Context: an optimization exercise on an open-source flow, tuned for small area, a short achievable clock period and few clock cycles per item. The choices shown serve that exercise and are no tape-out recipe. At most, simulation tests tie the RTL to the original design; equivalence was not proved. No functional check of the RTL was part of runs 5 to 7. No activity file was given, so power comes from the tool's default toggle rates.

## design/flow/design.v

```verilog
`timescale 1ns / 1ps
package lphs_pkg;
   localparam int SLOTS       = 16;
   localparam int CMD_W       = 2;
   localparam int REQ_KEY_W   = 32;
   localparam int STATUS_W    = 2;
   localparam int RSP_SLOT_W  = 4;
   localparam int RSP_COUNT_W = 5;
   localparam int MAX_W       = 5;
   localparam int CSR_ADDR_W  = 3;
   localparam int CSR_DATA_W  = 32;
   localparam logic [MAX_W-1:0] MAX_ENTRIES_RESET = MAX_W'(SLOTS * 7 / 10);
   localparam logic [CMD_W-1:0] CMD_INSERT = 2'd0;
   localparam logic [CMD_W-1:0] CMD_REMOVE = 2'd1;
   localparam logic [CMD_W-1:0] CMD_FIND   = 2'd2;
   localparam logic [STATUS_W-1:0] ST_OK        = 2'd0;
   localparam logic [STATUS_W-1:0] ST_NOT_FOUND = 2'd1;
   localparam logic [STATUS_W-1:0] ST_FULL      = 2'd2;
endpackage
`timescale 1ns / 1ps
module lphs_datapath (
   input  logic                                clock,
   input  logic                                reset,
   input  logic                                accept,
   input  logic [lphs_pkg::CMD_W-1:0]          cmd,
   input  logic [lphs_pkg::REQ_KEY_W-1:0]      key,
   input  logic [lphs_pkg::MAX_W-1:0]          max_entries,
   output logic                                res_valid,
   output logic [lphs_pkg::STATUS_W-1:0]       res_status,
   output logic [lphs_pkg::SLOTS-1:0]          res_sel,
   output logic [lphs_pkg::RSP_COUNT_W-1:0]    res_count
);
   localparam int N = lphs_pkg::SLOTS;
   logic [31:0]  key_q [N];
   logic [N-1:0] used_q, empty_q;
   logic [4:0]   count_q;
   logic         v_q, ins_q, rem_q, rf_q;
   logic [31:0]  rkey_q;
   logic [N-1:0] eq_q;
   logic         eq_k;
   logic [N-1:0] eq_in;
   assign eq_k = (key == rkey_q);
   always_comb begin
      for (int s = 0; s < N; s++) begin
         eq_in[s] = used_q[s] ? (key == key_q[s]) : eq_k;
      end
   end
   function automatic logic [N-1:0] circ_first(input logic [N-1:0] v, input logic [N-1:0] m);
      logic [N-1:0] vh;
      logic [N:0]   p_h, p_v;
      vh     = v & m;
      p_h[0] = 1'b0;
      p_v[0] = 1'b0;
      for (int s = 0; s < N; s++) begin
         p_h[s+1] = p_h[s] | vh[s];
         p_v[s+1] = p_v[s] | v[s];
      end
      for (int s = 0; s < N; s++) begin
         circ_first[s] = v[s] & (m[s] ? !p_h[s] : !(p_h[N] | p_v[s]));
      end
   endfunction
   function automatic logic [N-1:0] circ_before(input logic [N-1:0] v, input logic [N-1:0] m);
      logic [N-1:0] vh;
      logic [N:0]   p_h, p_v;
      vh     = v & m;
      p_h[0] = 1'b0;
      p_v[0] = 1'b0;
      for (int s = 0; s < N; s++) begin
         p_h[s+1] = p_h[s] | vh[s];
         p_v[s+1] = p_v[s] | v[s];
      end
      for (int s = 0; s < N; s++) begin
         circ_before[s] = m[s] ? !p_h[s] : !(p_h[N] | p_v[s]);
      end
   endfunction
   logic [N-1:0] m_in, m_q, match, first_ins, first_rf, reach, sel;
   logic         any_free, at_limit, ins_ok, hit;
   logic [4:0]   cnt_inc, cnt_dec, count_next;
   always_comb begin
      for (int s = 0; s < N; s++) begin
         m_in[s] = (4'(s) >= key[3:0]);
      end
   end
   assign match     = used_q & eq_q;
   assign first_ins = circ_first(~used_q, m_q);
   assign first_rf  = circ_first(empty_q | match, m_q);
   assign reach     = circ_before(empty_q, m_q);
   assign any_free = !(&used_q);
   assign at_limit = (count_q >= max_entries) || count_q[4];
   assign ins_ok   = ins_q && !at_limit && any_free;
   assign hit      = rf_q && |(match & reach);
   assign sel = ({N{ins_ok}} & first_ins) | ({N{rf_q}} & used_q & first_rf);
   assign cnt_inc    = count_q + 5'd1;
   assign cnt_dec    = count_q - 5'd1;
   assign count_next = ins_ok ? cnt_inc : ((rem_q && hit) ? cnt_dec : count_q);
   always_ff @(posedge clock) begin
      if (reset) begin
         v_q     <= 1'b0;
         ins_q   <= 1'b0;
         rem_q   <= 1'b0;
         rf_q    <= 1'b0;
         used_q  <= '0;
         empty_q <= '1;
         count_q <= '0;
      end else begin
         v_q     <= accept;
         ins_q   <= accept && (cmd == lphs_pkg::CMD_INSERT);
         rem_q   <= accept && (cmd == lphs_pkg::CMD_REMOVE);
         rf_q    <= accept && (cmd == lphs_pkg::CMD_REMOVE || cmd == lphs_pkg::CMD_FIND);
         count_q <= count_next;
         for (int s = 0; s < N; s++) begin
            if (ins_ok && first_ins[s]) begin
               used_q[s]  <= 1'b1;
               empty_q[s] <= 1'b0;
            end else if (rem_q && first_rf[s]) begin
               used_q[s]  <= 1'b0;
            end
         end
      end
   end
   always_ff @(posedge clock) begin
      rkey_q <= key;
      m_q    <= m_in;
      eq_q   <= eq_in;
      for (int s = 0; s < N; s++) begin
         if (!used_q[s]) begin
            key_q[s] <= rkey_q;
         end
      end
   end
   assign res_valid  = v_q;
   assign res_status = (ins_q && !ins_ok) ? lphs_pkg::ST_FULL :
                       ((ins_q || hit) ? lphs_pkg::ST_OK : lphs_pkg::ST_NOT_FOUND);
   assign res_sel    = sel;
   assign res_count  = count_next;
endmodule
`timescale 1ns / 1ps
module linear_probe_hash_set (
   input  logic                                clock,
   input  logic                                reset,
   input  logic                                req_valid,
   output logic                                req_stall,
   input  logic [lphs_pkg::CMD_W-1:0]          req_cmd,
   input  logic [lphs_pkg::REQ_KEY_W-1:0]      req_key,
   output logic                                rsp_valid,
   input  logic                                rsp_stall,
   output logic [lphs_pkg::STATUS_W-1:0]       rsp_status,
   output logic [lphs_pkg::RSP_SLOT_W-1:0]     rsp_slot,
   output logic [lphs_pkg::RSP_COUNT_W-1:0]    rsp_count,
   input  logic                                psel,
   input  logic                                penable,
   input  logic                                pwrite,
   input  logic [lphs_pkg::CSR_ADDR_W-1:0]     paddr,
   input  logic [lphs_pkg::CSR_DATA_W-1:0]     pwdata,
   output logic [lphs_pkg::CSR_DATA_W-1:0]     prdata,
   output logic                                pready
);
   localparam int RW = lphs_pkg::STATUS_W + lphs_pkg::RSP_SLOT_W + lphs_pkg::RSP_COUNT_W;
   logic [lphs_pkg::MAX_W-1:0] max_q;
   logic                       accept;
   logic                       res_valid;
   localparam int XW = lphs_pkg::STATUS_W + lphs_pkg::SLOTS + lphs_pkg::RSP_COUNT_W;
   logic [XW-1:0]              res;
   assign pready = 1'b1;
   assign prdata = paddr[2] ? '0 : lphs_pkg::CSR_DATA_W'(max_q);
   always_ff @(posedge clock) begin
      if (reset) begin
         max_q <= lphs_pkg::MAX_ENTRIES_RESET;
      end else if (psel && penable && pwrite && !paddr[2]) begin
         max_q <= pwdata[lphs_pkg::MAX_W-1:0];
      end
   end
   logic          r_v, r_move, r_v_in;
   logic [XW-1:0] r_q;
   logic [RW-1:0] r_ans;
   logic [3:0]    r_slot;
   always_comb begin
      r_slot = '0;
      for (int s = 0; s < lphs_pkg::SLOTS; s++) begin
         r_slot = r_slot | ({4{r_q[lphs_pkg::RSP_COUNT_W + s]}} & 4'(s));
      end
   end
   assign r_ans = {r_q[XW-1 -: lphs_pkg::STATUS_W], r_slot, r_q[lphs_pkg::RSP_COUNT_W-1:0]};
   logic [RW-1:0] q_q [3];
   logic [2:0]    occ_q, occ_in;
   logic [2:0]    wsel;
   logic          pop, stall_q;
   logic [3:0]    occ_x;
   assign rsp_valid = occ_q[0];
   assign pop       = occ_q[0] && !rsp_stall;
   assign occ_x     = {1'b0, occ_q};
   assign {rsp_status, rsp_slot, rsp_count} = q_q[0];
   assign r_move = r_v && (!occ_q[2] || pop);
   assign r_v_in = res_valid || (r_v && !r_move);
   always_comb begin
      for (int i = 0; i < 3; i++) begin
         wsel[i] = r_move && (pop ? (occ_x[i] && !occ_x[i+1])
                                  : (!occ_x[i] && (i == 0 || occ_x[i-1])));
      end
      occ_in = occ_q;
      if (r_move && !pop) begin
         occ_in = {occ_q[1:0], 1'b1};
      end else if (pop && !r_move) begin
         occ_in = {1'b0, occ_q[2:1]};
      end
   end
   assign req_stall = stall_q;
   assign accept    = req_valid && !stall_q;
   always_ff @(posedge clock) begin
      if (reset) begin
         r_v     <= 1'b0;
         occ_q   <= '0;
         stall_q <= 1'b0;
      end else begin
         r_v     <= r_v_in;
         occ_q   <= occ_in;
         stall_q <= (occ_in[2] && (accept || r_v_in)) || (occ_in[1] && accept && r_v_in);
      end
   end
   always_ff @(posedge clock) begin
      if (res_valid) begin
         r_q <= res;
      end
      for (int i = 0; i < 3; i++) begin
         if (wsel[i]) begin
            q_q[i] <= r_ans;
         end else if (pop && i < 2) begin
            q_q[i] <= q_q[i+1];
         end
      end
   end
   lphs_datapath u_dp (
      .clock       (clock),
      .reset       (reset),
      .accept      (accept),
      .cmd         (req_cmd),
      .key         (req_key),
      .max_entries (max_q),
      .res_valid   (res_valid),
      .res_status  (res[XW-1 -: lphs_pkg::STATUS_W]),
      .res_sel     (res[lphs_pkg::RSP_COUNT_W +: lphs_pkg::SLOTS]),
      .res_count   (res[lphs_pkg::RSP_COUNT_W-1:0])
   );
endmodule
```

## design/flow/run.sh

```bash
#!/bin/bash
# synth_recipe.tcl (not shown) runs the flow's synth.tcl, then flattens the netlist and writes it again
# the make line also repeats each setting of config.mk as NAME=value (left out here)
make -C /OpenROAD-flow-scripts/flow DESIGN_CONFIG=/design/flow/config.mk WORK_HOME=/design/flow/orfs CLKGATE_MAP_FILE= SYNTH_SCRIPT=/design/flow/synth_recipe.tcl finish
```

## design/flow/config.mk

```make
export PLATFORM = sky130hd
export DESIGN_NAME = linear_probe_hash_set
export DESIGN_NICKNAME = linear_probe_hash_set
export VERILOG_FILES = /design/flow/design.v
export SDC_FILE = /design/flow/constraint.sdc
export NUM_CORES = 4
export LEC_CHECK = 0
export ABC_CLOCK_PERIOD_IN_PS = 2000
export CAP_MARGIN = 20
export CORE_MARGIN = 2
export CORE_UTILIZATION = 60
export CTS_BUF_LIST = sky130_fd_sc_hd__clkbuf_8
export CTS_CLUSTER_DIAMETER = 60
export CTS_CLUSTER_SIZE = 16
export SETUP_SLACK_MARGIN = 3.2
export SLEW_MARGIN = 20
```

## design/flow/constraint.sdc

```tcl
create_clock -name core_clock -period 6.0 [get_ports {clock}]
set_input_delay 1.2000 -clock core_clock [delete_from_list [all_inputs] [get_ports {clock}]]
set_output_delay 1.2000 -clock core_clock [all_outputs]
set_load 0.01 [all_outputs]
```

==> results of run 1 <==
==> cell families (layout without fill, tap and decap cells) <==
group	count (synthesis)	in the layout	synth area share, %
DFF	681	681	65.9
xor gates and xnor gates	541	541	16.2
and+or+nand+nor	426	426	8.13
AOI/OAI and AO/OA	219	219	5.29
buffers and inverters	197	360	3.27
muxes	21	21	0.794
adders and majority gates	11	11	0.469
other	2	28	0.0256
==> power groups by stage <==
stage	clock, mW	sequential [mW]	combinational [mW]
2_1_floorplan	0	5.55	0.483
3_3_place_gp	0	5.54	0.779
3_5_place_dp	0	5.55	0.791
4_1_cts	2.50	5.44	0.801
5_1_grt	2.67	5.46	0.874
6_report	2.47	5.44	0.831
==> per-stage QoR <==
step	setup slack (ps)	util (%)	instance area [sq um]	std cells
4_1_cts	3150	67.1	32200	2884
3_5_place_dp	1630	64.3	30800	2762
2_1_floorplan	3200	-	29400	2124
6_report	3170	68.0	32600	2902
5_1_grt	3150	68.0	32600	2902
3_3_place_gp	1610	64.3	30800	2762
==> cell usage after synthesis, types with 4 or more instances <==
cell	number
nor3_1	33
edfxtp_1	567
nand4_1	97
a32oi_1	5
a222oi_1	6
nor2b_1	7
nor4_1	73
o21ai_0	34
o211ai_1	6
nand3b_1	4
dfxtp_1	114
a31oi_1	9
or4_1	10
buf_6	11
xor2_1	234
a211oi_1	8
and2_1	10
a211o_1	10
buf_2	4
inv_1	55
o22ai_1	18
a22oi_1	5
a21boi_0	5
ha_1	11
buf_1	7
nand2b_1	13
buf_4	30
nand2_1	69
a21oi_1	37
nand3_1	41
xnor2_1	307
clkbuf_1	86
a21o_1	29
and3_1	7
mux2_2	15
nor2_1	41
o31ai_1	10
==> state kept, by name (all words and copies together), names as in the netlist, 3 cells and up <==
name / cells
max_q: 5
occ_q: 3
q_q: 33
r_q: 22
u_dp.count_q: 5
u_dp.empty_q: 16
u_dp.eq_q: 16
u_dp.key_q: 512
u_dp.m_q: 15
u_dp.rkey_q: 32
u_dp.used_q: 16
==> metal layers <==
layer / GRT usage (%) / vias up / share of wire (%)
met4: 13.4 / 2 / 4.4
li1: - / 7876 / -
met1: 45.4 / 9242 / 39
met5: 0 / - / 0.015
met3: 5.55 / 207 / 8.5
met2: 57.0 / 900 / 49
==> worst max-delay path by stage <==
stage	cells after the start	to	slack (ps)	from
after detailed placement	6	u_dp.eq_q[3]$_DFF_P_	1630	req_key[28]
after global placement	6	u_dp.eq_q[3]$_DFF_P_	1610	req_key[28]
after CTS	11	u_dp.used_q[9]$_SDFFE_PP0P_	3150	u_dp.count_q[0]$_SDFF_PP0_
after floorplan	7	u_dp.eq_q[8]$_DFF_P_	3200	req_key[17]
after global routing	10	r_q[9]$_DFFE_PP_	3150	u_dp.used_q[3]$_SDFFE_PP0P_
final	8	u_dp.eq_q[3]$_DFF_P_	3170	req_key[30]
==> final cells by class <==
| type | count | area (sq um) |
|---|---|---|
| Timing Repair Buffer | 203 | 1710 |
| Timing Repair inverter | 2 | 16.3 |
| Clock inverter | 44 | 250 |
| Inverter | 57 | 248 |
| Multi-Input combinational cell | 1246 | 9470 |
| Clock buffer | 54 | 743 |
| Sequential cell | 681 | 19400 |
| Tap cell | 615 | 769 |
| Fill cell | 3392 | 15400 |
==> critical path: stages <==
cell	delay [ps]
clkdlybuf4s50_1	480
buf_6	360
xnor2_1	170
nand4_1	140
nor4_1	450
nand2_2	120
buf_12	190
o22ai_1	260
==> timing repair <==
item	in CTS	in global routing
setup endpoints to repair	92	84
buffers inserted	23	17
resized for setup	129	69
cloned	1	1
hold endpoints to repair	0	0
pin swaps	8	13
==> summary.txt, run 1 <==
initial antenna violation count=2; final number of max-transition violations=0; WL/cell=about 30 microns; post-synth cell types=78; Die W=225 microns; Leak=11.6 nW; critical path arrival=between 3000 and 4000 ps; Port Buffer Count=64; Yosys reg bits=681; Initial DRT Pass Iterations=6; # nets final=2330; Core Area=0.0479 sq mm; Fin Setup TNS=0 ps; most common cell after layout, fill and taps aside=edfxtp_1; CP max FO=18; FP Rows=80; P_int=between 6 and 7 mW; Reg power frac=62.3%; H-tree depth=2; vias per inst=6.28; highest clock rate=roughly 350 MHz; I/O Pins=between 100 and 150; HP Start=max_q[3]$_SDFFE_PP1P_; P per Cell Area=between 200 and 300 mW/mm^2; layout cells sized above 1=14.3%; area share of the largest cell type after synthesis=58.1%; pin count of the biggest net entering global routing=52; Final Cycle Share=between 40% and 50%; final setup fails=0; clock sinks=681; Avg Inst Size Synth=14.0 sq um; EDFF count, synth=roughly 570; most frequent cells in the layout=edfxtp_1, xnor2_1, xor2_1; largest cells by area after synthesis=edfxtp_1, xnor2_1, dfxtp_1; sequential share of the synthesized area=between 60% and 70%; Layout area overhead=11.2%; combinational share of power=about a tenth; WP data required=around 6600 ps; Maximum Capacitance Violations=0; Clk Latency, worst-skew pair=approximately 700 ps; Worst-Margin Slew=1090 ps; Vias=roughly 18000; synthesized area=0.0293 sq mm; diode count=0; global-route wire length before repair=121000 microns; Num CTS Buffers=52; outcome=timing/DRC/antenna clean; reg2reg start=u_dp.used_q[4]$_SDFFE_PP0P_; critical path type=in -> reg; CTS Root Buffer Type=clkbuf_8; Rel. slew slack=a little over a quarter; Synth Instances=2098; Reg2Reg Capture Point=r_q[18]$_DFFE_PP_; global route total overflow=0; unrepaired setup endpoints after global routing=true; Peak VDD IR=0.000225 V; Overall Power=8.74 mW; CTS tree=yes; Clock power frac=28.2%; R2R Setup Slk=between 3000 and 4000 ps; starting density of the core=61.1%; Primary FF master, synth=edfxtp_1; Die ar.=0.0506 sq mm; YS warnings=5; gpl congestion=0.891; number of global-route vias before repair=17500; WHS Endpoint=max_q[3]$_SDFFE_PP1P_; final hold vios=0; Startpoint Class=primary input; Worst-path clk slew=approximately 100 ps; HP Class=reg -> reg; worst hold stages=1; FF-to-FF path depth=7; GRT Overall Usage=34.2%; post-route ant nets=0; Post-synth ARST share=0%; final wirelength=86100 microns; drt drc=0; dpl hpwl=54000 microns; initial DRC count=2199; hold buffer count at CTS=0; Longest Clk Path Bufs=3; minimum clock period=2830 ps; clk_skew=30.0 ps; hold_ws=480 ps; die height=about 230 microns; critical path endpoint category=flip-flop; Switching Power=2.18 mW; Net Sw Frac=between 20 and 25%; post-synth top area cell=edfxtp_1
Testbench counts, summed over its fixed seeds: cycles 2,424, items 2,400.
==> inputs of run 2 (changes only) <==
--- a/design/flow/config.mk
+++ b/design/flow/config.mk
@@ -13,4 +13,4 @@
 export CTS_CLUSTER_DIAMETER = 60
 export CTS_CLUSTER_SIZE = 16
-export SETUP_SLACK_MARGIN = 3.2
+export SETUP_SLACK_MARGIN = 3.6
 export SLEW_MARGIN = 20
==> run 2 against run 1 <==
Critical endpoint is now u_dp.count_q[4]$_SDFF_PP0_. Maximum frequency rose by 2.9%. Area after synthesis did not move. Synthesized cell count did not move. Largest power group unchanged. Critical path depth rose by 1. Final cell count rose by 2.9%. Die area did not move.
==> summary.txt, run 2 <==
outcome=timing/DRC/antenna clean; Maximum Capacitance Violations=0 (unchanged); R2R Setup Slk=3250 ps (-20 ps); Rel. slew slack=37.1% (+10 points); synth cell count leaders=edfxtp_1, xnor2_1, xor2_1, dfxtp_1, nand4_1; max FFs per register=512 (unchanged); Layout area overhead=15.7%; global-route wire length before repair=126000 microns (+3.8%); Peak VDD IR=0.000230 V (+2.1%); hold buffer count at CTS=0 (unchanged); final number of max-transition violations=0 (unchanged); dpl hpwl=54400 microns (+0.88%); critical path endpoint category=flip-flop; Crit path largest cell delay=550 ps (+70 ps); I/O Pins=122 (unchanged); clk_skew=48.5 ps (+18.6 ps); initial antenna violation count=4 (+2); Worst-path clk slew=110 ps (about the same); simple-gate share of the synthesized area=8.13% (unchanged); Synth Instances=2098 (unchanged); most frequent cells in the layout=edfxtp_1, xnor2_1, xor2_1; Most flops, register=u_dp.key_q; count leader, synth=edfxtp_1; area share of the largest cell type after synthesis=58.1% (unchanged); Post-synth ARST share=0% (unchanged); YS warnings=5 (unchanged); minimum clock period=2750 ps (-79.0 ps); CP max FO=5 (-13); FF-to-FF path depth=9 (+2); origin of the worst setup path=u_dp.empty_q[1]$_SDFFE_PP1P_; Startpoint Class=flip-flop; largest family of logic cells by synthesized area=XOR/XNOR gates; Leak=12.2 nW (+5.0%); Die W=225 microns (unchanged); GRT Overall Usage=35.6% (+1.4 points); Longest Clk Path Bufs=3 (unchanged); Final Cycle Share=45.8% (-1.3 points); Initial DRT Pass Iterations=8 (+2); final wirelength=89500 microns (+4.0%); Avg Inst Size Synth=14.0 sq um (unchanged); Largest regs=u_dp.key_q x512, q_q x33, u_dp.rkey_q x32; Primary FF master, synth=edfxtp_1; Compound-Gate Fraction of Synth Area=5.29% (unchanged); P per Cell Area=259 mW/mm^2 (-3.5%); hold_ws=474 ps (-6.57 ps); final setup fails=0 (unchanged); Vias=18900 (+3.5%); adder and majority gate portion of the synthesized area=0.470% (unchanged); CTS tree=yes; Fin Setup TNS=0 ps (unchanged); drt drc=0 (unchanged); post-synth cell types=78 (unchanged); reg2reg start=u_dp.empty_q[1]$_SDFFE_PP1P_; CP endpoint=u_dp.count_q[4]$_SDFF_PP0_; Worst-Margin Slew=938 ps (-157 ps); EDFF count, synth=567 (unchanged); Clk Latency, worst-skew pair=710 ps (about the same); gpl congestion=0.888 (-0.36%); largest cells by area after synthesis=edfxtp_1, xnor2_1, dfxtp_1; # nets final=2414 (+3.6%); multiplexer share of the synthesized area=0.794% (unchanged); HP Class=reg -> reg; number of global-route vias before repair=17900 (+2.4%); FP Rows=80 (unchanged); clock sinks=681 (unchanged); xor/xnor share of the synthesized area=16.2% (unchanged); critical path type=reg -> reg; Die ar.=0.0506 sq mm (unchanged); CTS Root Buffer Type=clkbuf_8; Port Buffer Count=64 (unchanged); CP max-delay cell=or4_4; CP cell instances=or4_4 > nor3_4 > nand2b_1 > a311oi_2 > nor3_2 > a211oi_4 > buf_6 > a31oi_4 > mux2_4; Reg2Reg Capture Point=u_dp.count_q[4]$_SDFF_PP0_; Finished Core Util=70.7% (+2.8 points); global route total overflow=0 (unchanged); die height=225 microns (unchanged); layout cells sized above 1=22.1% (+7.8 points); critical path arrival=3320 ps (-100 ps); sequential share of the synthesized area=65.9% (unchanged); synthesized area=0.0293 sq mm (unchanged); Core Area=0.0479 sq mm (unchanged); Num CTS Buffers=51 (-1.9%); WL/cell=30.0 microns (+1.0%); vias per inst=6.32 (+0.62%); initial DRC count=2637 (+20%); highest clock rate=364 MHz (+2.9%); starting density of the core=61.1% (unchanged); WP data required=6580 ps (about the same); post-synth top area cell=edfxtp_1; unrepaired setup endpoints after global routing=true; post-route ant nets=0 (unchanged); Yosys reg bits=681 (unchanged); final hold vios=0 (unchanged); H-tree depth=2 (unchanged); most common cell after layout, fill and taps aside=edfxtp_1; pin count of the biggest net entering global routing=52 (unchanged)
==> run 2: cell count changes in the layout (fill, tap and decap cells not counted), sizes merged <==
cell / change
clkdlybuf4s50: -9
buf: +110
diode: +1
dlygate4sd2: -15
inv: -2
clkdlybuf4s15: -6
dlymetal6s2s: +1
clkdlybuf4s18: +1
clkinv: +2
clkbuf: +1
==> run 2: worst min path at each step <==
stage,from,end,depth (start not counted)
5_1_grt,max_q[1]$_SDFFE_PP1P_,max_q[1]$_SDFFE_PP1P_,1
3_5_place_dp,max_q[1]$_SDFFE_PP1P_,max_q[1]$_SDFFE_PP1P_,1
3_3_place_gp,max_q[1]$_SDFFE_PP1P_,max_q[1]$_SDFFE_PP1P_,1
6_report,max_q[1]$_SDFFE_PP1P_,max_q[1]$_SDFFE_PP1P_,1
2_1_floorplan,max_q[1]$_SDFFE_PP1P_,max_q[1]$_SDFFE_PP1P_,1
4_1_cts,max_q[1]$_SDFFE_PP1P_,max_q[1]$_SDFFE_PP1P_,1
==> run 2: cell type report <==
cell class | instances | area (sq um)
repair inverters | 3 | 18.8
diodes | 1 | 2.50
repair buffers | 287 | 2490
inverters | 57 | 244
well taps | 615 | 769
flip-flops and latches | 681 | 19400
fillers | 3263 | 14000
clock inverters | 43 | 235
multi-input cells | 1246 | 10000
clock buffers | 53 | 729
==> run 2: cell families after synthesis <==
| family | Yosys count |
|---|---|
| flip-flops | 681 |
| adder cells (fa/ha/maj) | 11 |
| AND/OR/NAND/NOR | 426 |
| XOR/XNOR | 541 |
| AO/OA/AOI/OAI | 219 |
| multiplexers | 21 |
| other | 2 |
| buffers and inverters | 197 |
==> run 2: per-layer routing <==
| layer | vias to the layer above | wire, microns | track usage (%) |
|---|---|---|---|
| met1 | 9576 | 34300 | 47.8 |
| met4 | 0 | 4290 | 15.4 |
| met3 | 234 | 7420 | 4.41 |
| li1 | 8061 | - | - |
| met5 | - | 0 | 0 |
| met2 | 999 | 43500 | 58.9 |
==> run 2: critical path: cells and delay by family, from the launching register on <==
kind            cells  cell delay [ps]
buf+inv             1              200
compound gates      3              750
simple gates        4              970
mux                 1              320
flops               1              370
==> run 2: stage by stage <==
stage                     power [mW]  area [sq um]  setup slack [ps]  std cells
after global routing            9.01         33900              3240       2986
after global placement          6.34         30900              1850       2760
after detailed placement        6.36         30900              1780       2760
after floorplan                 6.05         29800              3220       2124
after CTS                       8.77         33400              3270       2957
final                           8.78         33900              3250       2986
==> run 2: report_power, final <==
part           total, mW  internal [mW]  switching, mW
Clock               2.46          0.889           1.57
Sequential          5.44           5.32          0.118
Combinational      0.885          0.355          0.529
==> run 2: what timing repair did <==
action,CTS,global route
pin swaps,60,39
gates cloned,3,0
endpoints found under the setup margin,125,98
buffers inserted,98,28
resized for setup,383,79
==> inputs of run 3 (changes only) <==
--- a/design/flow/config.mk
+++ b/design/flow/config.mk
@@ -9,8 +9,8 @@
 export CAP_MARGIN = 20
 export CORE_MARGIN = 2
-export CORE_UTILIZATION = 60
+export CORE_UTILIZATION = 50
 export CTS_BUF_LIST = sky130_fd_sc_hd__clkbuf_8
 export CTS_CLUSTER_DIAMETER = 60
 export CTS_CLUSTER_SIZE = 16
-export SETUP_SLACK_MARGIN = 3.6
+export SETUP_SLACK_MARGIN = 3.4
 export SLEW_MARGIN = 20
==> run 3 against run 2 <==
Design area is 0.24% higher. Hold slack worse by 42 ps. Critical path depth is 6 lower. Combinational power hardly changed. Via count is 1.4% lower. Die area is 20% higher. Wire length is 1.9% higher. Setup slack better by 2.4 ps. Global-route usage is 5.7 points lower. Sequential power hardly changed. Sequential cell count stayed put. Utilization is 12 points lower. Largest power group unchanged.
==> summary.txt, run 3 <==
starting density of the core=50.7% (-10 points); YS warnings=5 (unchanged); I/O Pins=122 (unchanged); CP max FO=6 (+1); Clk Latency, worst-skew pair=720 ps (about the same); Overall Power=8.81 mW (+0.32%); number of global-route vias before repair=17600 (-1.8%); Placed Area=0.0310 sq mm (+0.13%); largest family of logic cells by synthesized area=XOR/XNOR gates; adder and majority gate portion of the synthesized area=0.470% (unchanged); most frequent cells in the layout=edfxtp_1, xnor2_1, xor2_1; count leader, synth=edfxtp_1; simple-gate share of the synthesized area=8.13% (unchanged); Num CTS Buffers=53 (+3.9%); final number of max-transition violations=0 (unchanged); post-synth cell types=78 (unchanged); Final Cell Area=0.0340 sq mm (+0.24%); Vias=18600 (-1.4%); xor/xnor share of the synthesized area=16.2% (unchanged); drt drc=0 (unchanged); CP max-delay cell=buf_2; HP Class=reg -> reg; Yosys reg bits=681 (unchanged); CTS Root Buffer Type=clkbuf_8; Post-synth ARST share=0% (unchanged); # nets final=2390 (-0.99%); Die ar.=0.0606 sq mm (+20%); sequential share of the synthesized area=65.9% (unchanged); global-route wire length before repair=127000 microns (+0.93%); highest clock rate=364 MHz (about the same); final hold vios=0 (unchanged); gpl congestion=0.884 (-0.38%); critical path type=in -> out; pre-CTS setup slack=1740 ps (-39.9 ps); Worst-Margin Slew=1120 ps (+181 ps); Initial DRT Pass Iterations=8 (unchanged); hold buffer count at CTS=0 (unchanged); Crit path largest cell delay=140 ps (-410 ps); Worst-path clk slew=100 ps (about the same); clock sinks=681 (unchanged); initial DRC count=1940 (-26%); synth cell count leaders=edfxtp_1, xnor2_1, xor2_1, dfxtp_1, nand4_1; Die W=246 microns (+9.4%); Longest Clk Path Bufs=3 (unchanged); Most flops, register=u_dp.key_q; EDFF count, synth=567 (unchanged); final wirelength=91200 microns (+1.9%); Final Cycle Share=45.8% (about the same); most common cell after layout, fill and taps aside=edfxtp_1; post-route ant nets=0 (unchanged); Core Area=0.0578 sq mm (+21%); minimum clock period=2750 ps (-2.43 ps); Largest regs=u_dp.key_q x512, q_q x33, u_dp.rkey_q x32; Net Sw Frac=25.4% (+0.16 points); area share of the largest cell type after synthesis=58.1% (unchanged); P per Cell Area=259 mW/mm^2 (about the same); max FFs per register=512 (unchanged); combinational share of power=10.1% (about the same); dpl hpwl=55500 microns (+2.1%); layout cells sized above 1=20.8% (-1.3 points); Fin Setup TNS=0 ps (unchanged); H-tree depth=2 (unchanged); unrepaired setup endpoints after global routing=true; clk_skew=62.8 ps (+14.3 ps); Final WS setup=3250 ps (+2.43 ps); WP data required=4800 ps (-1780 ps); initial antenna violation count=2 (-2); CTS tree=yes; Startpoint Class=primary input; Compound-Gate Fraction of Synth Area=5.29% (unchanged); global route total overflow=0 (unchanged); Leak=12.2 nW (+0.43%); Switching Power=2.24 mW (+0.94%); pin count of the biggest net entering global routing=52 (unchanged); Reg power frac=61.7% (-0.3 points); multiplexer share of the synthesized area=0.794% (unchanged); final setup fails=0 (unchanged); Peak VDD IR=0.000210 V (-8.5%); synthesized area=0.0293 sq mm (unchanged); Synth Instances=2098 (unchanged); Layout area overhead=16.0%; Finished Core Util=58.8% (-12 points); critical path arrival=1550 ps (-1770 ps); vias per inst=5.97 (-5.5%); Rel. slew slack=25.4% (-12 points); FP Rows=88 (+10%); Clock power frac=28.2% (+0.2 points); Primary FF master, synth=edfxtp_1; die height=246 microns (+9.4%); CP cell instances=buf_12 > nor2b_1 > buf_2; critical path endpoint category=primary output; outcome=timing/DRC/antenna clean; Avg Inst Size Synth=14.0 sq um (unchanged); Maximum Capacitance Violations=0 (unchanged); largest cells by area after synthesis=edfxtp_1, xnor2_1, dfxtp_1; GRT Overall Usage=29.9% (-5.7 points); Port Buffer Count=64 (unchanged); P_int=6.58 mW (+0.10%); post-synth top area cell=edfxtp_1; WL/cell=29.3 microns (-2.3%)
[run 3: cell types whose count changed in the layout (fill, tap and decap cells not counted), sizes merged]
cell and delta:
clkdlybuf4s15 +9, dlymetal6s2s +4, clkdlybuf4s50 +5, clkinv -2
clkbuf +11, diode +1, inv +1, clkinvlp +1
bufinv -1, dlygate4sd2 -1, buf -50
[run 3: layout make-up]
cell class              instances  area (sq um)
repair inverters                2          13.8
multi-input cells            1246         10000
diodes                          2          5.00
well taps                     765           957
fillers                      4642         23800
clock inverters                43           226
flip-flops and latches        681         19400
inverters                      57           250
repair buffers                262          2340
clock buffers                  56           771
[run 3: critical path: cells and delay by family]
| kind | cells | cell delay (ps) |
|---|---|---|
| buffers and inverters | 2 | 250 |
| AND/OR/NAND/NOR | 1 | 100 |
[run 3: power groups by stage]
stage | Combinational (mW) | Clock (mW) | Sequential, mW
global route | 0.934 | 2.71 | 5.46
global placement | 0.800 | 0 | 5.54
floorplan | 0.489 | 0 | 5.55
finish | 0.888 | 2.48 | 5.44
CTS | 0.844 | 2.54 | 5.44
detailed placement | 0.806 | 0 | 5.55
[run 3: timing repair]
action | 4_1_cts | 5_1_grt
cloned | 3 | 0
setup buffers | 56 | 46
pin swaps | 34 | 65
resized for setup | 241 | 155
endpoints found under the setup margin | 92 | 79
[run 3: final timing paths]
check,from,slack (ps),cells after the start,end
worst max-delay path,paddr[2],3250,3,prdata[0]
worst min-delay path,u_dp.rkey_q[23]$_DFF_P_,430,0,u_dp.key_q[9][23]$_DFFE_PN_
worst max register to register,u_dp.count_q[0]$_SDFF_PP0_,3320,12,u_dp.empty_q[1]$_SDFFE_PP1P_
worst min register to register,u_dp.rkey_q[23]$_DFF_P_,430,0,u_dp.key_q[9][23]$_DFFE_PN_
[run 3: per-stage QoR]
step | hold WS [ps] | std cells
global placement | 413 | 2908
floorplan | 435 | 2124
CTS | 433 | 3066
global route | 443 | 3113
detailed placement | 418 | 2908
finish | 431 | 3114
[run 3: cells by family after synthesis]
| logic type | after synthesis |
|---|---|
| flops | 681 |
| xor+xnor | 541 |
| simple gates | 426 |
| compound gates | 219 |
| buf+inv | 197 |
| mux | 21 |
| fa+ha+maj | 11 |
| other cells | 2 |
[run 3: layer usage]
layer	GRT usage, %	wire length (microns)
met5	0	0
met4	11.3	3920
met3	2.83	6200
met2	47.7	42300
met1	42.6	38800
==> inputs of run 4 (changes only) <==
--- a/design/flow/config.mk
+++ b/design/flow/config.mk
@@ -9,5 +9,5 @@
 export CAP_MARGIN = 20
 export CORE_MARGIN = 2
-export CORE_UTILIZATION = 50
+export CORE_UTILIZATION = 60
 export CTS_BUF_LIST = sky130_fd_sc_hd__clkbuf_8
 export CTS_CLUSTER_DIAMETER = 60
==> run 4 against run 3 <==
Wire length down 4.5%. Still clean. Hold slack better by 7.6 ps. Non-clock buffer count shrank 30. Highest routed layer unchanged. Utilization up 11 points. Largest power group unchanged. First-iteration DRC count increased by 15%. Setup slack improved by 9.4 ps. Power down 0.92%.
==> summary.txt, run 4 <==
pin count of the biggest net entering global routing=52 (unchanged); CTS tree=yes; hold_ws=439 ps (+7.57 ps); hold buffer count at CTS=0 (unchanged); WL/cell=29.7 microns (+1.6%); critical path type=in -> out; CP max FO=6 (unchanged); Placed Area=0.0308 sq mm (-0.64%); Worst-path clk slew=90 ps (about the same); dpl hpwl=53900 microns (-3.0%); Longest Clk Path Bufs=3 (unchanged); Avg Inst Size Synth=14.0 sq um (unchanged); Num CTS Buffers=52 (-1.9%); post-route ant nets=0 (unchanged); Leak=11.9 nW (-2.9%); minimum clock period=2740 ps (-9.36 ps); Worst-Margin Slew=1130 ps (+14.7 ps); EDFF count, synth=567 (unchanged); final hold vios=0 (unchanged); most frequent cells in the layout=edfxtp_1, xnor2_1, xor2_1; Initial DRT Pass Iterations=7 (-1); Yosys reg bits=681 (unchanged); Rel. slew slack=24.4% (-0.98 points); post-synth cell types=78 (unchanged); vias per inst=6.32 (+5.8%); post-synth top area cell=edfxtp_1; I/O Pins=122 (unchanged); Final Cell Area=0.0333 sq mm (-2.0%); Peak VDD IR=0.000280 V (+33%); H-tree depth=2 (unchanged); count leader, synth=edfxtp_1; Final WS setup=3260 ps (+9.36 ps); diode count=0 (-2); area share of the largest cell type after synthesis=58.1% (unchanged); Final Cycle Share=45.6% (-0.16 points); starting density of the core=61.1% (+10 points); final wirelength=87100 microns (-4.5%); sequential share of the synthesized area=65.9% (unchanged); critical path arrival=1540 ps (about the same); Most flops, register=u_dp.key_q; Placed Cells=2757 (-5.2%); Port Buffer Count=64 (unchanged); most common cell after layout, fill and taps aside=edfxtp_1; max FFs per register=512 (unchanged); P per Cell Area=262 mW/mm^2 (+1.1%); fin cells=2927 (-6.0%); drt drc=0 (unchanged); layout cells sized above 1=19.1% (-1.7 points); global-route wire length before repair=124000 microns (-2.7%); Fin Setup TNS=0 ps (unchanged); final setup fails=0 (unchanged); Vias=18500 (-0.53%); Core Area=0.0479 sq mm (-17%); critical path endpoint category=primary output; Maximum Capacitance Violations=0 (unchanged); number of global-route vias before repair=17900 (+1.9%); clk_skew=41.9 ps (-20.9 ps); unrepaired setup endpoints after global routing=true; Die ar.=0.0506 sq mm (-16%); CTS Root Buffer Type=clkbuf_8; Layout area overhead=13.7%; YS warnings=5 (unchanged); die height=225 microns (-8.6%); Post-synth ARST share=0% (unchanged); HP Class=reg -> reg; synth cell count leaders=edfxtp_1, xnor2_1, xor2_1, dfxtp_1, nand4_1; outcome=timing/DRC/antenna clean; FP Rows=80 (-9.1%); global route total overflow=0 (unchanged); Primary FF master, synth=edfxtp_1; GRT Overall Usage=34.7% (+4.8 points); FILL cells=3363 (-28%); R2R Setup Slk=3290 ps (-30 ps); final number of max-transition violations=0 (unchanged); clock sinks=681 (unchanged); initial antenna violation count=1 (-1); Startpoint Class=primary input; pre-CTS setup slack=1580 ps (-164 ps); Synth Instances=2098 (unchanged); Largest regs=u_dp.key_q x512, q_q x33, u_dp.rkey_q x32; Clk Latency, worst-skew pair=700 ps (-20 ps); initial DRC count=2228 (+15%); Die W=225 microns (-8.6%); WP data required=4800 ps (about the same); gpl congestion=0.925 (+4.6%); largest cells by area after synthesis=edfxtp_1, xnor2_1, dfxtp_1; # nets final=2360 (-1.3%); highest clock rate=366 MHz (+0.34%); synthesized area=0.0293 sq mm (unchanged)
run 4: timing repair:
action                     CTS  global route
setup endpoints to repair  110            83
pin swaps                   42            42
gates cloned                 6             0
setup buffers               60            11
resized for setup          278            95
run 4: power breakdown:
group          switching, mW  internal, mW  leakage, nW
sequential             0.114          5.33         6.88
clock                   1.54         0.890        0.573
combinational          0.521         0.337         4.42
total                   2.18          6.55         11.9
run 4: kinds of logic after synthesis:
| logic type | Yosys count | share of synthesized area (%) |
|---|---|---|
| AO/OA/AOI/OAI | 219 | 5.29 |
| XOR/XNOR | 541 | 16.2 |
| adder cells (fa/ha/maj) | 11 | 0.469 |
| buffers and inverters | 197 | 3.27 |
| flip-flops | 681 | 65.9 |
| multiplexers | 21 | 0.794 |
| other | 2 | 0.0256 |
| AND/OR/NAND/NOR | 426 | 8.13 |
run 4: path summary, 6_finish.rpt:
path                                    start                     endpoint  cells after the start
setup / recovery                     paddr[2]                    prdata[0]                      3
hold / removal        u_dp.rkey_q[13]$_DFF_P_  u_dp.key_q[9][13]$_DFFE_PN_                      0
setup reg to reg  u_dp.used_q[1]$_SDFFE_PP0P_             r_q[8]$_DFFE_PP_                     11
hold reg to reg       u_dp.rkey_q[13]$_DFF_P_  u_dp.key_q[9][13]$_DFFE_PN_                      0
run 4: metal layers:
| metal | GRT usage (%) | vias to the layer above | wire, microns |
|---|---|---|---|
| li1 | - | 7928 | - |
| met1 | 45.7 | 9416 | 33200 |
| met2 | 57.2 | 951 | 42100 |
| met3 | 5.70 | 210 | 7740 |
| met4 | 15.2 | 0 | 4040 |
| met5 | 0 | - | 0 |
run 4: through the flow:
stage          power, mW  util, %
6_report            8.73     69.5
5_1_grt             8.99     69.5
4_1_cts             8.73     68.7
3_5_place_dp        6.34     64.2
3_3_place_gp        6.32     64.2
2_1_floorplan       6.04        -
run 4: critical path, cell delays in order:
cell     delay, ps
buf_12         110
nor2b_1         90
buf_2          140
run 4: layout make-up:
cell class                      instances  area [sq um]  area share, %
Tap cell                              615           769           2.31
Clock inverter                         40           226          0.680
Timing Repair Buffer                  232          2030           6.09
Multi-Input combinational cell       1246          9900           29.7
Timing Repair inverter                  3          21.3         0.0638
Sequential cell                       681         19400           58.2
Clock buffer                           53           729           2.19
Inverter                               57           240          0.721
==> inputs of run 5 (changes only) <==
--- a/design/flow/design.v
+++ b/design/flow/design.v
@@ -34,4 +34,5 @@
    logic [31:0]  key_q [N];
    logic [N-1:0] used_q, empty_q;
+   logic [N-1:0] free_q;
    logic [4:0]   count_q;
    logic         v_q, ins_q, rem_q, rf_q;
@@ -43,17 +44,26 @@
    always_comb begin
       for (int s = 0; s < N; s++) begin
-         eq_in[s] = used_q[s] ? (key == key_q[s]) : eq_k;
-      end
-   end
+         eq_in[s] = free_q[s] ? eq_k : (key == key_q[s]);
+      end
+   end
+   function automatic logic [N:0] below_or(input logic [N-1:0] x);
+      logic [N/4-1:0] g;
+      logic [N/4:0]   gp;
+      for (int i = 0; i < N/4; i++) begin
+         g[i] = |x[4*i +: 4];
+      end
+      gp[0] = 1'b0;
+      for (int i = 0; i < N/4; i++) begin
+         gp[i+1] = |(g & (N/4)'((1 << (i + 1)) - 1));
+      end
+      for (int s = 0; s < N; s++) begin
+         below_or[s] = gp[s/4] | (|(x[4*(s/4) +: 4] & 4'((1 << (s % 4)) - 1)));
+      end
+      below_or[N] = gp[N/4];
+   endfunction
    function automatic logic [N-1:0] circ_first(input logic [N-1:0] v, input logic [N-1:0] m);
-      logic [N-1:0] vh;
-      logic [N:0]   p_h, p_v;
-      vh     = v & m;
-      p_h[0] = 1'b0;
-      p_v[0] = 1'b0;
-      for (int s = 0; s < N; s++) begin
-         p_h[s+1] = p_h[s] | vh[s];
-         p_v[s+1] = p_v[s] | v[s];
-      end
+      logic [N:0] p_h, p_v;
+      p_h = below_or(v & m);
+      p_v = below_or(v);
       for (int s = 0; s < N; s++) begin
          circ_first[s] = v[s] & (m[s] ? !p_h[s] : !(p_h[N] | p_v[s]));
@@ -61,13 +71,7 @@
    endfunction
    function automatic logic [N-1:0] circ_before(input logic [N-1:0] v, input logic [N-1:0] m);
-      logic [N-1:0] vh;
-      logic [N:0]   p_h, p_v;
-      vh     = v & m;
-      p_h[0] = 1'b0;
-      p_v[0] = 1'b0;
-      for (int s = 0; s < N; s++) begin
-         p_h[s+1] = p_h[s] | vh[s];
-         p_v[s+1] = p_v[s] | v[s];
-      end
+      logic [N:0] p_h, p_v;
+      p_h = below_or(v & m);
+      p_v = below_or(v);
       for (int s = 0; s < N; s++) begin
          circ_before[s] = m[s] ? !p_h[s] : !(p_h[N] | p_v[s]);
@@ -101,4 +105,5 @@
          rf_q    <= 1'b0;
          used_q  <= '0;
+         free_q  <= '1;
          empty_q <= '1;
          count_q <= '0;
@@ -112,7 +117,9 @@
             if (ins_ok && first_ins[s]) begin
                used_q[s]  <= 1'b1;
+               free_q[s]  <= 1'b0;
                empty_q[s] <= 1'b0;
             end else if (rem_q && first_rf[s]) begin
                used_q[s]  <= 1'b0;
+               free_q[s]  <= 1'b1;
             end
          end
@@ -124,5 +131,5 @@
       eq_q   <= eq_in;
       for (int s = 0; s < N; s++) begin
-         if (!used_q[s]) begin
+         if (free_q[s]) begin
             key_q[s] <= rkey_q;
          end
==> run 5 against run 4 <==
Still clean. Sequential cell count increased by 16. Count of clock-buffer cells in the layout increased by 2. Critical path depth unchanged. Sequential share of layout area increased by 0.26 points. Combinational power increased by 1%. Global-route usage decreased by 1.1 points. Register-to-register slack about the same. Die area increased by 1.8%. Sequential power increased by 2%. Power increased by 2.4%. Highest routed layer unchanged.
==> summary.txt, run 5 <==
Peak VDD IR=0.000234 V (-16%); final number of max-transition violations=0 (unchanged); Overall Power=8.94 mW (+2.4%); Final Cycle Share=45.9% (+0.27 points); die height=227 microns (+0.89%); Final Cell Area=0.0337 sq mm (+1.1%); P per Cell Area=265 mW/mm^2 (+1.2%); diode count=0 (unchanged); Clk Latency, worst-skew pair=700 ps (about the same); Most flops, register=u_dp.key_q; global-route wire length before repair=122000 microns (-1.6%); clock sinks=697 (+2.3%); critical path type=in -> out; critical path arrival=1550 ps (about the same); Core Area=0.0491 sq mm (+2.3%); synthesized area=0.0298 sq mm (+1.8%); global route total overflow=0 (unchanged); Yosys reg bits=697 (+2.3%); YS warnings=5 (unchanged); synth cell count leaders=edfxtp_1, xnor2_1, dfxtp_1, nand4_1, xor2_1; Placed Area=0.0315 sq mm (+2.2%); WL/cell=28.4 microns (-4.6%); vias per inst=6.13 (-3.1%); Layout area overhead=12.9%; Vias=18500 (+0.12%); highest clock rate=363 MHz (-0.59%); most common cell after layout, fill and taps aside=edfxtp_1; Longest Clk Path Bufs=3 (unchanged); GRT Overall Usage=33.6% (-1.1 points); initial DRC count=2042 (-8.3%); Die ar.=0.0515 sq mm (+1.8%); FP Rows=81 (+1.3%); Fin Setup TNS=0 ps (unchanged); outcome=timing/DRC/antenna clean; final hold vios=0 (unchanged); starting density of the core=60.8% (-0.29 points); final wirelength=85800 microns (-1.5%); count leader, synth=edfxtp_1; post-synth cell types=76 (-2.6%); final setup fails=0 (unchanged); max FFs per register=512 (unchanged); EDFF count, synth=567 (unchanged); Worst-path clk slew=90 ps (about the same); Die W=227 microns (+0.89%); Net Sw Frac=24.4% (-0.54 points); fin cells=3023 (+3.3%); gpl congestion=0.906 (-2.1%); post-route ant nets=0 (unchanged); dpl hpwl=53200 microns (-1.2%); Startpoint Class=primary input; H-tree depth=2 (unchanged); most frequent cells in the layout=edfxtp_1, xnor2_1, nand4_1; I/O Pins=122 (unchanged); combinational share of power=9.7% (about the same); Rel. slew slack=27.3% (+2.9 points); WP data required=4800 ps (about the same); Switching Power=2.18 mW (+0.17%); initial antenna violation count=0 (-1); # nets final=2403 (+1.8%); Port Buffer Count=64 (unchanged); post-synth top area cell=edfxtp_1; sequential share of the synthesized area=65.8% (-0.10 points); HP Class=reg -> reg; Maximum Capacitance Violations=0 (unchanged); area share of the largest cell type after synthesis=57.0% (-1.0 points); minimum clock period=2750 ps (+16.4 ps); pin count of the biggest net entering global routing=38 (-27%); clk_skew=39.8 ps (-2.07 ps); Avg Inst Size Synth=13.7 sq um (-1.7%); hold_ws=472 ps (+33.2 ps); Largest regs=u_dp.key_q x512, q_q x33, u_dp.rkey_q x32; CP max FO=6 (unchanged); CTS Root Buffer Type=clkbuf_8; Leak=11.8 nW (-0.59%); Num CTS Buffers=52 (unchanged); Clock power frac=28.1% (+0.2 points); number of global-route vias before repair=18000 (+0.12%); Primary FF master, synth=edfxtp_1; drt drc=0 (unchanged); unrepaired setup endpoints after global routing=true; largest cells by area after synthesis=edfxtp_1, xnor2_1, dfxtp_1; critical path endpoint category=primary output; Post-synth ARST share=0% (unchanged); Worst-Margin Slew=1090 ps (-43.3 ps); P_int=6.76 mW (+3.1%); hold buffer count at CTS=0 (unchanged); Placed Cells=2879 (+4.4%); Reg power frac=62.2% (about the same); Synth Instances=2173 (+3.6%); Initial DRT Pass Iterations=7 (unchanged); layout cells sized above 1=15.6% (-3.6 points); CTS tree=yes
==> run 5: repair_timing <==
action | 4_1_cts | 5_1_grt
gates resized for setup | 172 | 123
gates cloned | 1 | 1
buffers inserted | 15 | 30
pin swaps | 20 | 29
endpoints found under the setup margin | 117 | 71
==> run 5: routing by layer <==
layer	vias up	GRT usage, %	share of wire, %
met2	907	57.4	49
met5	-	0	0
met1	9301	44.3	39
li1	8136	-	-
met3	184	4.04	8.0
met4	0	12.8	4.2
==> run 5: final timing paths <==
kind                                      from                    end  slack (ps)  cells past startpoint
setup / recovery                      paddr[2]              prdata[0]        3250                      3
hold / removal           max_q[3]$_SDFFE_PP1P_  max_q[3]$_SDFFE_PP1P_         470                      1
setup reg to reg  u_dp.empty_q[1]$_SDFFE_PP1P_       r_q[0]$_DFFE_PP_        3290                      9
hold reg to reg          max_q[3]$_SDFFE_PP1P_  max_q[3]$_SDFFE_PP1P_         470                      1
==> run 5: cells by family after synthesis <==
family | count (synthesis) | share of synthesized area (%)
flops | 697 | 65.8
simple gates | 492 | 9.20
buf+inv | 185 | 2.74
xor+xnor | 540 | 15.8
mux | 20 | 0.742
other cells | 2 | 0.0252
fa+ha+maj | 11 | 0.461
compound gates | 226 | 5.22
==> run 5: area by class of cell <==
| type | instances | area (sq um) |
|---|---|---|
| flip-flops and latches | 697 | 19700 |
| inverters | 51 | 191 |
| clock buffers | 55 | 757 |
| well taps | 664 | 831 |
| repair buffers | 197 | 1900 |
| multi-input cells | 1317 | 10100 |
| clock inverters | 42 | 243 |
| fillers | 3505 | 15400 |
==> run 5: worst max-delay path, cell delays in order <==
cell and delay [ps]:
buf_12 120, nor2b_1 100, buf_2 130
==> run 5: power groups by stage <==
stage | clock (mW) | sequential, mW | combinational (mW)
floorplan | 0 | 5.66 | 0.507
global placement | 0 | 5.66 | 0.798
detailed placement | 0 | 5.67 | 0.807
CTS | 2.53 | 5.56 | 0.829
global route | 2.70 | 5.58 | 0.921
finish | 2.51 | 5.56 | 0.869
==> run 5: metrics by stage <==
stage,utilization (%),setup WS (ps)
2_1_floorplan,-,3380
3_3_place_gp,64.1,1700
3_5_place_dp,64.1,1670
4_1_cts,67.3,3220
5_1_grt,68.7,3220
6_report,68.7,3250
==> inputs of run 6 (changes only) <==
--- a/design/flow/config.mk
+++ b/design/flow/config.mk
@@ -6,5 +6,5 @@
 export NUM_CORES = 4
 export LEC_CHECK = 0
-export ABC_CLOCK_PERIOD_IN_PS = 2000
+export ABC_CLOCK_PERIOD_IN_PS = 2700
 export CAP_MARGIN = 20
 export CORE_MARGIN = 2
==> run 6 against run 5 <==
Critical path depth unchanged. Final cell count stayed put. Global-route usage unchanged. Sequential cell count stayed put. Combinational power barely moved. Largest cell class unchanged. Critical endpoint unchanged. Clock skew unchanged. Design area unchanged. Non-clock buffer count unchanged.
==> summary.txt, run 6 <==
CTS Root Buffer Type=clkbuf_8; WL/cell=28.4 microns (unchanged); Longest Clk Path Bufs=3 (unchanged); CP endpoint=prdata[0]; count leader, synth=edfxtp_1; outcome=timing/DRC/antenna clean; most frequent cells in the layout=edfxtp_1, xnor2_1, nand4_1; Peak VDD IR=0.000234 V (unchanged); global route total overflow=0 (unchanged); Crit path largest cell delay=130 ps (about the same); Avg Inst Size Synth=13.7 sq um (unchanged); critical path endpoint category=primary output; post-route ant nets=0 (unchanged); largest cells by area after synthesis=edfxtp_1, xnor2_1, dfxtp_1; Worst-Margin Slew=1090 ps (unchanged); Final Cycle Share=45.9% (unchanged); origin of the worst setup path=paddr[2]; area share of the largest cell type after synthesis=57.0% (unchanged); Core Area=0.0491 sq mm (unchanged); layout cells sized above 1=15.6% (unchanged); Primary FF master, synth=edfxtp_1; critical path type=in -> out; clk_skew=39.8 ps (unchanged); Rel. slew slack=27.3% (unchanged); post-synth top area cell=edfxtp_1; Placed Area=0.0315 sq mm (unchanged); synth cell count leaders=edfxtp_1, xnor2_1, dfxtp_1, nand4_1, xor2_1; Synth Instances=2173 (unchanged); Reg2Reg Capture Point=r_q[0]$_DFFE_PP_; Startpoint Class=primary input; # nets final=2403 (unchanged); CP max-delay cell=buf_2; number of global-route vias before repair=18000 (unchanged); HP Class=reg -> reg; Most flops, register=u_dp.key_q; die height=227 microns (unchanged); CP max FO=6 (unchanged); Die ar.=0.0515 sq mm (unchanged); FILL cells=3505 (unchanged); Post-synth ARST share=0% (unchanged); Num CTS Buffers=52 (unchanged); Final Cell Area=0.0337 sq mm (unchanged); pin count of the biggest net entering global routing=38 (unchanged); FP Rows=81 (unchanged); Vias=18500 (unchanged); max FFs per register=512 (unchanged); initial DRC count=2042 (unchanged); Maximum Capacitance Violations=0 (unchanged); Initial DRT Pass Iterations=7 (unchanged); final setup fails=0 (unchanged); Clk Latency, worst-skew pair=700 ps (about the same); diode count=0 (unchanged); synthesized area=0.0298 sq mm (unchanged); Layout area overhead=12.9% (unchanged); critical path arrival=1550 ps (about the same); FF-to-FF path depth=9 (unchanged); reg2reg start=u_dp.empty_q[1]$_SDFFE_PP1P_; Leak=11.8 nW (unchanged); Worst-path clk slew=90 ps (about the same); Die W=227 microns (unchanged); vias per inst=6.13 (unchanged); sequential share of the synthesized area=65.8% (unchanged); H-tree depth=2 (unchanged); most common cell after layout, fill and taps aside=edfxtp_1; Yosys reg bits=697 (unchanged); hold buffer count at CTS=0 (unchanged); unrepaired setup endpoints after global routing=true; Port Buffer Count=64 (unchanged); P per Cell Area=265 mW/mm^2 (unchanged); final wirelength=85800 microns (unchanged); initial antenna violation count=0 (unchanged); gpl congestion=0.906 (unchanged); post-synth cell types=76 (unchanged); global-route wire length before repair=122000 microns (unchanged); Multi-input gate area=0.0101 sq mm (unchanged); clock sinks=697 (unchanged); R2R Setup Slk=3290 ps (about the same); minimum clock period=2750 ps (unchanged); drt drc=0 (unchanged); Largest regs=u_dp.key_q x512, q_q x33, u_dp.rkey_q x32; EDFF count, synth=567 (unchanged); YS warnings=5 (unchanged); CTS tree=yes; CP cell instances=buf_12 > nor2b_1 > buf_2; register area=0.0197 sq mm (unchanged); final hold vios=0 (unchanged); GRT Overall Usage=33.6% (unchanged); Fin Setup TNS=0 ps (unchanged); final number of max-transition violations=0 (unchanged); highest clock rate=363 MHz (unchanged); dpl hpwl=53200 microns (unchanged); starting density of the core=60.8% (unchanged); I/O Pins=122 (unchanged); WP data required=4800 ps (about the same)
==> run 6: cell counts in the layout (fill, tap and decap cells not counted) <==
No cell type changed its count.
==> run 6: worst max-delay path: cells and delay by family <==
| family | cells | cell delay, ps |
|---|---|---|
| buffers and inverters | 2 | 250 |
| AND/OR/NAND/NOR | 1 | 100 |
==> run 6: cell families (layout without fill, tap and decap cells) <==
family,Yosys count,count (layout),synth area share [%]
other,2,28,0.0252
AND/OR/NAND/NOR,492,492,9.20
flip-flops,697,697,65.8
multiplexers,20,20,0.742
adder cells (fa/ha/maj),11,11,0.461
XOR/XNOR,540,540,15.8
AO/OA/AOI/OAI,226,226,5.22
buffers and inverters,185,345,2.74
==> run 6: routing by layer <==
layer	GRT usage, %	part of all wire, %	vias to the layer above
li1	-	-	8136
met5	0	0	-
met2	57.4	49	907
met3	4.04	8.0	184
met1	44.3	39	9301
met4	12.8	4.2	0
==> run 6: power by group <==
part | switching [mW] | leakage [nW] | internal, mW
Sequential | 0.126 | 6.99 | 5.44
Combinational | 0.504 | 4.19 | 0.365
Clock | 1.55 | 0.628 | 0.955
Total | 2.18 | 11.8 | 6.76
==> run 6: area by class of cell <==
class,count,share of cell area (%)
Inverter,51,0.568
Multi-Input combinational cell,1317,29.9
Timing Repair Buffer,197,5.63
Clock buffer,55,2.25
Clock inverter,42,0.720
Tap cell,664,2.47
Sequential cell,697,58.5
==> run 6: repair_timing <==
item | in CTS | in global routing
buffers inserted | 15 | 30
gates resized for setup | 172 | 123
pin swaps | 20 | 29
gates cloned | 1 | 1
endpoints found under the setup margin | 117 | 71
==> run 6: how the worst min path moves through the flow <==
| stage | depth (start not counted) | startpoint | slack, ps | to |
|---|---|---|---|---|
| 6_report | 1 | max_q[3]$_SDFFE_PP1P_ | 470 | max_q[3]$_SDFFE_PP1P_ |
| 5_1_grt | 1 | max_q[1]$_SDFFE_PP1P_ | 500 | max_q[1]$_SDFFE_PP1P_ |
| 4_1_cts | 1 | max_q[3]$_SDFFE_PP1P_ | 480 | max_q[3]$_SDFFE_PP1P_ |
| 3_5_place_dp | 1 | max_q[3]$_SDFFE_PP1P_ | 450 | max_q[3]$_SDFFE_PP1P_ |
| 3_3_place_gp | 1 | max_q[3]$_SDFFE_PP1P_ | 440 | max_q[3]$_SDFFE_PP1P_ |
| 2_1_floorplan | 1 | max_q[1]$_SDFFE_PP1P_ | 440 | max_q[1]$_SDFFE_PP1P_ |
==> run 6: stage by stage <==
stage / worst slack, ps / hold WS [ps] / power [mW] / util (%) / instances
final: 3250 / 472 / 8.94 / 68.7 / 3023
after global routing: 3220 / 496 / 9.20 / 68.7 / 3023
after CTS: 3220 / 478 / 8.92 / 67.3 / 2992
after detailed placement: 1670 / 455 / 6.48 / 64.1 / 2879
after global placement: 1700 / 445 / 6.46 / 64.1 / 2879
after floorplan: 3380 / 435 / 6.17 / - / 2199
==> inputs of run 7 (changes only) <==
--- a/design/flow/config.mk
+++ b/design/flow/config.mk
@@ -6,5 +6,5 @@
 export NUM_CORES = 4
 export LEC_CHECK = 0
-export ABC_CLOCK_PERIOD_IN_PS = 2700
+export ABC_CLOCK_PERIOD_IN_PS = 1500
 export CAP_MARGIN = 20
 export CORE_MARGIN = 2
==> run 7 against run 6 <==
Still clean. Final cell count is the same. Critical path depth is the same. Die area is the same. Clock skew is the same. Combinational power is essentially flat. Utilization is the same. Hold slack is the same. Sequential power is essentially flat. Power is the same. Register-to-register slack is essentially flat. Design area is the same. Maximum frequency is the same. Critical endpoint unchanged. Largest power group unchanged.
==> summary.txt, run 7 <==
outcome=timing/DRC/antenna clean; final hold vios=0 (unchanged); clk_skew=39.8 ps (unchanged); most common cell after layout, fill and taps aside=edfxtp_1; hold buffer count at CTS=0 (unchanged); YS warnings=5 (unchanged); die height=227 microns (unchanged); CP cell instances=buf_12 > nor2b_1 > buf_2; Fin Setup TNS=0 ps (unchanged); Overall Power=8.94 mW (unchanged); I/O Pins=122 (unchanged); WL/cell=28.4 microns (unchanged); H-tree depth=2 (unchanged); reg2reg start=u_dp.empty_q[1]$_SDFFE_PP1P_; layout cells sized above 1=15.6% (unchanged); sequential share of the synthesized area=65.8% (unchanged); global-route wire length before repair=122000 microns (unchanged); count leader, synth=edfxtp_1; Peak VDD IR=0.000234 V (unchanged); Avg Inst Size Synth=13.7 sq um (unchanged); initial DRC count=2042 (unchanged); global route total overflow=0 (unchanged); number of global-route vias before repair=18000 (unchanged); gpl congestion=0.906 (unchanged); starting density of the core=60.8% (unchanged); CTS tree=yes; synthesized area=0.0298 sq mm (unchanged); diode count=0 (unchanged); Primary FF master, synth=edfxtp_1; GRT Overall Usage=33.6% (unchanged); final wirelength=85800 microns (unchanged); R2R Setup Slk=3290 ps (about the same); initial antenna violation count=0 (unchanged); drt drc=0 (unchanged); HP Class=reg -> reg; Die W=227 microns (unchanged); CP max FO=6 (unchanged); post-synth top area cell=edfxtp_1; FP Rows=81 (unchanged); Worst-path clk slew=90 ps (about the same); critical path endpoint category=primary output; P per Cell Area=265 mW/mm^2 (unchanged); Vias=18500 (unchanged); WP data required=4800 ps (about the same); Die ar.=0.0515 sq mm (unchanged); final setup fails=0 (unchanged); Synth Instances=2173 (unchanged); # nets final=2403 (unchanged); HP Start=max_q[3]$_SDFFE_PP1P_; final number of max-transition violations=0 (unchanged); largest cells by area after synthesis=edfxtp_1, xnor2_1, dfxtp_1; Clk Latency, worst-skew pair=700 ps (about the same); Maximum Capacitance Violations=0 (unchanged); Most flops, register=u_dp.key_q; Largest regs=u_dp.key_q x512, q_q x33, u_dp.rkey_q x32; Crit path largest cell delay=130 ps (about the same); EDFF count, synth=567 (unchanged); Longest Clk Path Bufs=3 (unchanged); WHS Endpoint=max_q[3]$_SDFFE_PP1P_; dpl hpwl=53200 microns (unchanged); worst hold stages=1 (unchanged); critical path arrival=1550 ps (about the same); highest clock rate=363 MHz (unchanged); max FFs per register=512 (unchanged); area share of the largest cell type after synthesis=57.0% (unchanged); Yosys reg bits=697 (unchanged); synth cell count leaders=edfxtp_1, xnor2_1, dfxtp_1, nand4_1, xor2_1; unrepaired setup endpoints after global routing=true; CP max-delay cell=buf_2; Startpoint Class=primary input; Core Area=0.0491 sq mm (unchanged); Num CTS Buffers=52 (unchanged); Final Cycle Share=45.9% (unchanged); critical path type=in -> out; Worst-Margin Slew=1090 ps (unchanged); most frequent cells in the layout=edfxtp_1, xnor2_1, nand4_1; clock sinks=697 (unchanged); vias per inst=6.13 (unchanged); Reg2Reg Capture Point=r_q[0]$_DFFE_PP_; minimum clock period=2750 ps (unchanged); CTS Root Buffer Type=clkbuf_8; post-route ant nets=0 (unchanged); Post-synth ARST share=0% (unchanged); Initial DRT Pass Iterations=7 (unchanged); Layout area overhead=12.9% (unchanged); FF-to-FF path depth=9 (unchanged); post-synth cell types=76 (unchanged); Port Buffer Count=64 (unchanged); Rel. slew slack=27.3% (unchanged); pin count of the biggest net entering global routing=38 (unchanged); Leak=11.8 nW (unchanged)
==> run 7: routing by layer <==
layer  up-vias  wire, microns  track usage [%]
met3       184           6840             4.04
met5         -              0                0
met4         0           3610             12.8
li1       8136              -                -
met1      9301          33200             44.3
met2       907          42200             57.4
==> run 7: critical path: cells and delay by family <==
kind / cells / cell delay (ps)
buf+inv: 2 / 250
simple gates: 1 / 100
==> run 7: per-stage QoR <==
stage | hold WS [ps] | instance area (sq um) | worst slack (ps) | util [%] | std cells
5_1_grt | 496 | 33700 | 3220 | 68.7 | 3023
6_report | 472 | 33700 | 3250 | 68.7 | 3023
3_3_place_gp | 445 | 31500 | 1700 | 64.1 | 2879
3_5_place_dp | 455 | 31500 | 1670 | 64.1 | 2879
4_1_cts | 478 | 33000 | 3220 | 67.3 | 2992
2_1_floorplan | 435 | 30000 | 3380 | - | 2199
==> run 7: repair_timing <==
| item | in CTS | in global routing |
|---|---|---|
| setup buffers | 15 | 30 |
| endpoints found under the setup margin | 117 | 71 |
| pin swaps | 20 | 29 |
| resized for setup | 172 | 123 |
| cloned | 1 | 1 |
==> run 7: worst max-delay path by stage <==
stage,from,end,depth (start not counted)
after floorplan,req_key[28],u_dp.eq_q[10]$_DFF_P_,8
after global placement,req_key[16],u_dp.eq_q[4]$_DFF_P_,6
after detailed placement,req_key[16],u_dp.eq_q[4]$_DFF_P_,6
after CTS,paddr[2],prdata[2],3
after global routing,u_dp.empty_q[1]$_SDFFE_PP1P_,r_q[0]$_DFFE_PP_,9
final,paddr[2],prdata[0],3
==> run 7: cells by family (layout without fill, tap and decap cells) <==
| logic type | Yosys count | count (layout) | share of synthesized area (%) |
|---|---|---|---|
| other | 2 | 28 | 0.0252 |
| DFF | 697 | 697 | 65.8 |
| buffers and inverters | 185 | 345 | 2.74 |
| and+or+nand+nor | 492 | 492 | 9.20 |
| muxes | 20 | 20 | 0.742 |
| AOI/OAI and AO/OA | 226 | 226 | 5.22 |
| adders and majority gates | 11 | 11 | 0.461 |
| xor gates and xnor gates | 540 | 540 | 15.8 |
==> run 7: layout make-up <==
class	count	area, sq um
flip-flops and latches	697	19700
clock buffers	55	757
multi-input cells	1317	10100
fillers	3505	15400
clock inverters	42	243
well taps	664	831
inverters	51	191
repair buffers	197	1900
==> run 7: where the power goes <==
group	internal [mW]	switching, mW	leakage (nW)
Combinational	0.365	0.504	4.19
Sequential	5.44	0.126	6.99
Clock	0.955	1.55	0.628
Total	6.76	2.18	11.8

[re-timing with driven ports]
The results above use ideal ports. As a check the final layouts listed here were re-extracted and re-timed, cells and wires unchanged.
Step 1 (the two cells are an assumption about what drives the block):
set clk [get_ports {clock}]
set_driving_cell -lib_cell sky130_fd_sc_hd__clkbuf_16 $clk
set_driving_cell -lib_cell sky130_fd_sc_hd__buf_2 [delete_from_list [all_inputs] $clk]
Step 2 moves the port delays by t, midway between the first and last clock arrival at a register: inputs arrive t later, outputs are due t later. That takes back most of the time a late clock gives input paths.
a / b / c = no drivers / after step 1 / after step 2; a / b = the first two.
run	t, ns	setup slack, ns	worst hold slack (ns)
run 1	0.749	3.173 / 3.206 / 2.457	0.480 / 0.480 / 0.480
run 2	0.749	3.252 / 3.227 / 2.895	0.474 / 0.474 / 0.474
run 3	0.750	3.255 / 3.208 / 2.647	0.431 / 0.431 / 0.431
run 4	0.740	3.264 / 3.215 / 2.725	0.439 / 0.439 / 0.439
run 5	0.734	3.248 / 3.199 / 2.690	0.472 / 0.472 / 0.472
run 6	0.734	3.248 / 3.199 / 2.690	0.472 / 0.472 / 0.472
run 7	0.734	3.248 / 3.199 / 2.690	0.472 / 0.472 / 0.472
After both steps every run listed still meets setup and hold. For run 1, which loses most, drivers alone change the setup slack by +0.033 ns; drivers and shift together by -0.716 ns.
